Context: an optimization exercise on an open-source flow, tuned for small area, a short achievable clock period and few clock cycles. The choices shown serve that exercise and are no tape-out recipe.
Function was checked by simulation only, so behaviour that the tests miss may differ from the original.
Power and IR drop assume default switching activity.

==> flow/design.v, too long to show whole: its modules and the start of the top module <==
// module exe_mul_tree: 1889 lines
// module exe_div: 128 lines
// module exe_stage: 231 lines
// module exe_top: 33 lines
module exe_top (
    input  logic                    clk,
    input  logic                    rst,
    input  logic                    i_valid,
    input  logic [1:0]              i_fu_sel,
    input  logic [3:0]              i_op,
    input  logic [32-1:0]    i_src_a,
    input  logic [32-1:0]    i_src_b,
    input  logic [3-1:0]   i_tag,
    input  logic [7-1:0]    i_rd,
    output logic                    o_ready,
    output logic                    o_wb_valid,
    output logic [32-1:0]    o_wb_data,
    output logic [3-1:0]   o_wb_tag,
    output logic [7-1:0]    o_wb_rd
);
  // ...
==> flow/run.sh <==
#!/bin/bash
# synth_recipe.tcl (not shown) runs the flow's synth.tcl, then flattens the netlist and writes it again
# the make line also repeats each setting of config.mk as NAME=value (left out here)
make -C /OpenROAD-flow-scripts/flow DESIGN_CONFIG=/design/flow/config.mk WORK_HOME=/design/flow/orfs CLKGATE_MAP_FILE= SYNTH_SCRIPT=/design/flow/synth_recipe.tcl finish
==> flow/config.mk <==
export PLATFORM = sky130hd
export DESIGN_NAME = exe_top
export DESIGN_NICKNAME = exe_top
export VERILOG_FILES = /design/flow/design.v
export SDC_FILE = /design/flow/constraint.sdc
export NUM_CORES = 4
export LEC_CHECK = 0
export CAP_MARGIN = 20
export CORE_MARGIN = 2
export CORE_UTILIZATION = 40
export SETUP_SLACK_MARGIN = 5
export SLEW_MARGIN = 20
==> flow/constraint.sdc <==
create_clock -name core_clock -period 10.5 [get_ports {clk}]
set_input_delay 2.1000 -clock core_clock [delete_from_list [all_inputs] [get_ports {clk}]]
set_output_delay 2.1000 -clock core_clock [all_outputs]
set_load 0.01 [all_outputs]
==> qor.csv, run 1 <==
stage,metric,value,unit
sta,layout_setup_ws,5.09,ns
synthesis,synth_top_family_by_area,adder cells,
finish,multi_input_cells,4926,
worst_setup_path,startpoint,stage_i.a_y[5],
synthesis,synth_nets,7549,
worst_setup_path,crit_type,flop to flop,
synthesis,synthFlopType,edfxtp_1,
sta,hold_slack,0.368,ns
global_route,grt_start_max_net_pins,76,
power_and_ir_drop,p_comb,0.0171,W
power_and_ir_drop,p_comb_frac,0.766,
finish,nets,7393,
detailed_routing,ant_nets,0,
worst_setup_path,cp_common_cell,fa_1,
global_route,busiest_layer,met2,
synthesis,async_flop_share,0,
clocking,cts_resized,7,
run_status,status,finished clean,
detailed_routing,drc_errors,0,
finish,layout_commonest_cell,inv_1,
sta,finalSetupViolCount,0,
synthesis,synth-edff-count,305,
worst_setup_path,worstPathArrival,5.94,ns
power_and_ir_drop,p_sw_frac,0.525,
synthesis,synthAdderAreaFrac,0.249,
sta,relSlewSlack,0.208,
Testbench counts, summed over its fixed seeds: cycles 3,752.
==> run 2, diff against run 1 <==
--- a/flow/config.mk
+++ b/flow/config.mk
@@ -9,4 +9,3 @@
 export CORE_MARGIN = 2
 export CORE_UTILIZATION = 40
-export SETUP_SLACK_MARGIN = 5
 export SLEW_MARGIN = 20
==> run 2 against run 1 <==
Highest routed layer unchanged. Sequential share of layout area about the same. Synthesized area is the same. Non-clock buffer count shrank 17. Critical endpoint is now stage_i.div_i.dv3_q[28]. Still clean. Largest power group unchanged. Total power down 1.8%. Flip-flop and latch count did not move. Via count barely moved. Sequential power about the same. Wire length decreased by 1.2%. Clock-buffer cell count decreased by 1. Combinational power is 3% lower. Critical path type unchanged.
==> qor.csv, run 2 <==
stage,metric,value,unit,change
detailed_routing,drc_errors,0,,unchanged
floorplan,rows,140,,
detailed_routing,routed_wl,237,mm,
detailed_routing,drt_pass1_iterations,6,,
worst_setup_path,crit_fanout,36,,
finish,finalCoreUtilization,0.438,,
synthesis,synth_nets,7549,,unchanged
floorplan,die_y,387,um,
synthesis,ys_warn_count,2,,
sta,finalSetupViolCount,0,,unchanged
global_route,gr-usage-met3,0.0819,,
synthesis,yosysMostFrequentCell,inv_1,,
synthesis,syn_inst,6597,,
synthesis,async_flop_share,0,,unchanged
floorplan,ios,127,,
finish,layout_commonest_cell,inv_1,,
worst_setup_path,crit_type,flop to flop,,
global_route,grt_start_max_net_pins,77,,+1.3%
sta,fmax,0.153,GHz,
power_and_ir_drop,p_total,0.0220,W,
sta,worstMarginPinSlew,1.26,ns,
worst_setup_path,worstPathArrival,6.95,ns,+1.01 ns
worst_setup_path,slowest_delay,0.60,ns,
sta,layout_worst_path_cycle_share,0.621,,
worst_setup_path,cp.required,10.93,ns,
worst_setup_path,crit_path_cell_trace,inv_1 -> ha_1 -> nor3_1 -> o311ai_0 -> a211oi_1 -> o31ai_1 -> a311oi_1 -> o311ai_0 -> a311oi_1 -> o31ai_1 -> inv_1 -> fa_2 -> buf_4 -> inv_1 -> buf_4 -> nand2_1 -> a21oi_1 -> a221oi_1 -> mux2_2 -> o21ai_0 -> o22ai_1 -> a211oi_1,,
clocking,clockRootBuffer,clkbuf_16,,
worst_setup_path,r2r_setup_slack,3.98,ns,
clocking,cts_tree,done,,
clocking,cts_setup_buffers,0,,
run_status,status,finished clean,,
sta,tns,0,ns,
floorplan,die-area,150000,sq um,
synthesis,synth.avg_cell_area,8.89,sq um,
clocking,ctsHoldBuffers,0,,
sta,drv_slew,0,,
worst_setup_path,start_kind,flop,,
synthesis,synth_top_cells_by_count,"683 x inv_1, 536 x a22oi_1, 496 x fa_1",,
clocking,cts_resized,0,,-7
finish,nets,7376,,-0.23%
place,placed_cell_area,61700,sq um,
finish,final_area,63800,sq um,
global_route,grt_first_pass_wirelength,347,mm,
worst_setup_path,crit-reg2reg-capture,stage_i.div_i.dv3_q[28],,
floorplan,die_w,387,um,
global_route,use_met1,0.416,,
floorplan,start_util,0.403,,
clocking,clk_pin_slew,0.07,ns,
sta,hold_viol,0,,
synthesis,synth_seq_cells,493,,
finish,largestRegisters,"stage_i.m_c: 64 flops, stage_i.m_s: 64 flops, stage_i.div_i.dv3_q: 34 flops",,
worst_setup_path,worst_path_max_delay_cell,edfxtp_1,,
detailed_routing,avgViaCountPerCell,6.26,,
sta,rsz0062_at_grt,false,,
global_route,overflow,0,,
worst_setup_path,crit_path_end_kind,flop,,
clocking,cts-htree-levels,2,,
synthesis,synth_area_leader_cell,fa_1,,
synthesis,synthTopCellsByArea,"fa_1 17%, edfxtp_1 16%, ha_1 8.0%",,
synthesis,synth_top_area_frac,0.169,,
synthesis,synth-edff-count,305,,unchanged
worst_setup_path,ff2ff_path_depth,22,,
power_and_ir_drop,p_per_area,344,nW/um^2,
flow_run,maxCapViolCount,0,,
power_and_ir_drop,p_leak,26.1,nW,
power_and_ir_drop,max-vdd-ir-drop,514,uV,
global_route,antenna_found_initial,11,,
sta,fin_skew,0.0744,ns,
clocking,clockBufferDepth,3,,
finish,final_cell_mix,"682 x inv_1, 536 x a22oi_1, 495 x fa_1, 459 x nand2_1, 442 x xnor2_1",,
detailed_routing,ant_nets,0,,unchanged
worst_setup_path,startpoint,stage_i.div_i.dvs_q[1],,
detailed_routing,vias,52500,,
place,hpwlAfterDp,163,mm,
worst_setup_path,endpoint,stage_i.div_i.dv3_q[28],,
sta,fin_crit,6.52,ns,
global_route,grt_pass1_vias,51600,,
synthesis,syn_area,58600,sq um,
finish,areaGrowthSynthToFinish,8.79,%,
clocking,cts.sinks,493,,
global_route,grtUsageMet2,0.458,,
hold_path,hold_path.class,flop to flop,,
clocking,worstSkewPairLatency,0.74,ns,
global_route,busiest_layer,met2,,
finish,drive_above_1_share,0.0571,,
synthesis,synth.distinct_cells,90,,
worst_setup_path,cp_common_cell,inv_1,,
detailed_routing,wire_per_inst,28.2,um,
worst_setup_path,regToRegStartpoint,stage_i.div_i.dvs_q[1],,
sta,relSlewSlack,0.160,,-0.0476
floorplan,core_area,146000,sq um,
place,gp_congestion,0.974,,
detailed_routing,drt-initial-drc-count,6712,,
place,io_buffers,126,,
global_route,track_usage,0.307,,
clocking,cts_buffers,60,,
synthesis,synth_seq_area_share,0.220,,
synthesis,synthFlopType,edfxtp_1,,
[run 2: cell counts after synthesis]
Identical to the previous run, type by type.
[run 2: logic make-up (layout without fill, tap and decap cells)]
logic type | Yosys count | in the layout | share of synthesized area
DFF | 493 | 493 | 0.220
AOI/OAI and AO/OA | 1822 | 1822 | 0.209
muxes | 124 | 124 | 0.0231
buffers and inverters | 1179 | 1057 | 0.0760
other | 0 | 7 | 0
and+or+nand+nor | 1291 | 1291 | 0.100
adders and majority gates | 869 | 869 | 0.249
xor gates and xnor gates | 819 | 819 | 0.122
[run 2: power breakdown]
part | internal (W) | switching, W
clock | 0.00126 | 0.000988
sequential | 0.00286 | 0.000258
combinational | 0.00639 | 0.0102
[run 2: worst max-delay path: cells and delay by family, from the launching register on]
kind            cells  cell delay (ns)
compound gates     12             2.70
fa+ha+maj           2             0.80
buf+inv             5             1.66
flops               1             0.60
mux                 1             0.30
simple gates        2             0.15
[run 2: cell type report]
| type | instances | area (sq um) |
|---|---|---|
| antenna | 7 | 17.5 |
| clock buffer | 80 | 1710 |
| clock inverter | 33 | 375 |
| fill | 14200 | 81800 |
| inverter | 696 | 2610 |
| multi-input combinational | 4925 | 41600 |
| sequential | 493 | 12900 |
| tap | 1917 | 2400 |
| timing repair buffer | 248 | 2180 |
[run 2: per-layer routing]
metal	vias to the layer above	part of all wire
met5	-	0.00054
met3	760	0.12
li1	22600	-
met2	3258	0.42
met1	25900	0.41
met4	12	0.052
[run 2: worst min-delay path by stage]
stage,from,endpoint,slack [ns],depth (start not counted)
finish,stage_i.a_sel[0],stage_i.m_sel[0],0.35,0
floorplan,stage_i.a_e[0],stage_i.m_s[0],0.32,0
detailed placement,stage_i.a_sel[0],stage_i.m_sel[0],0.33,0
CTS,stage_i.a_sel[0],stage_i.m_sel[0],0.35,0
global placement,stage_i.a_sel[0],stage_i.m_sel[0],0.33,0
global route,stage_i.a_sel[0],stage_i.m_sel[0],0.36,0
[run 2: through the flow]
| stage | hold WS [ns] | instances | setup slack (ns) |
|---|---|---|---|
| 2_1_floorplan | 0.323 | 6597 | 4.90 |
| 3_3_place_gp | 0.332 | 8279 | 4.18 |
| 3_5_place_dp | 0.332 | 8279 | 4.19 |
| 4_1_cts | 0.347 | 8392 | 4.13 |
| 5_1_grt | 0.361 | 8392 | 3.57 |
| 6_report | 0.345 | 8399 | 3.98 |

==> separate check: timing with driven ports <==
Ports are ideal in the flow. The routed layouts listed here were re-timed in OpenROAD.
Step 1: set_driving_cell puts a clkbuf_16 on clk and a buf_2 on each other input, an assumption about the parent block.
Step 2 also shifts input and output timing later by t, the mid clock arrival at the registers, as if the neighbouring blocks saw the same clock.
a / b / c = ideal / step 1 / step 2; a / b = the first two.
| run | shift t [ns] | setup WS [ns] | worst setup path after step 2 |
|---|---|---|---|
| run 1 | 0.760 | 5.089 / 5.089 / 5.089 | register to register |
| run 2 | 0.788 | 3.981 / 3.981 / 3.981 | register to register |
After both steps setup and hold are still met in every run listed.
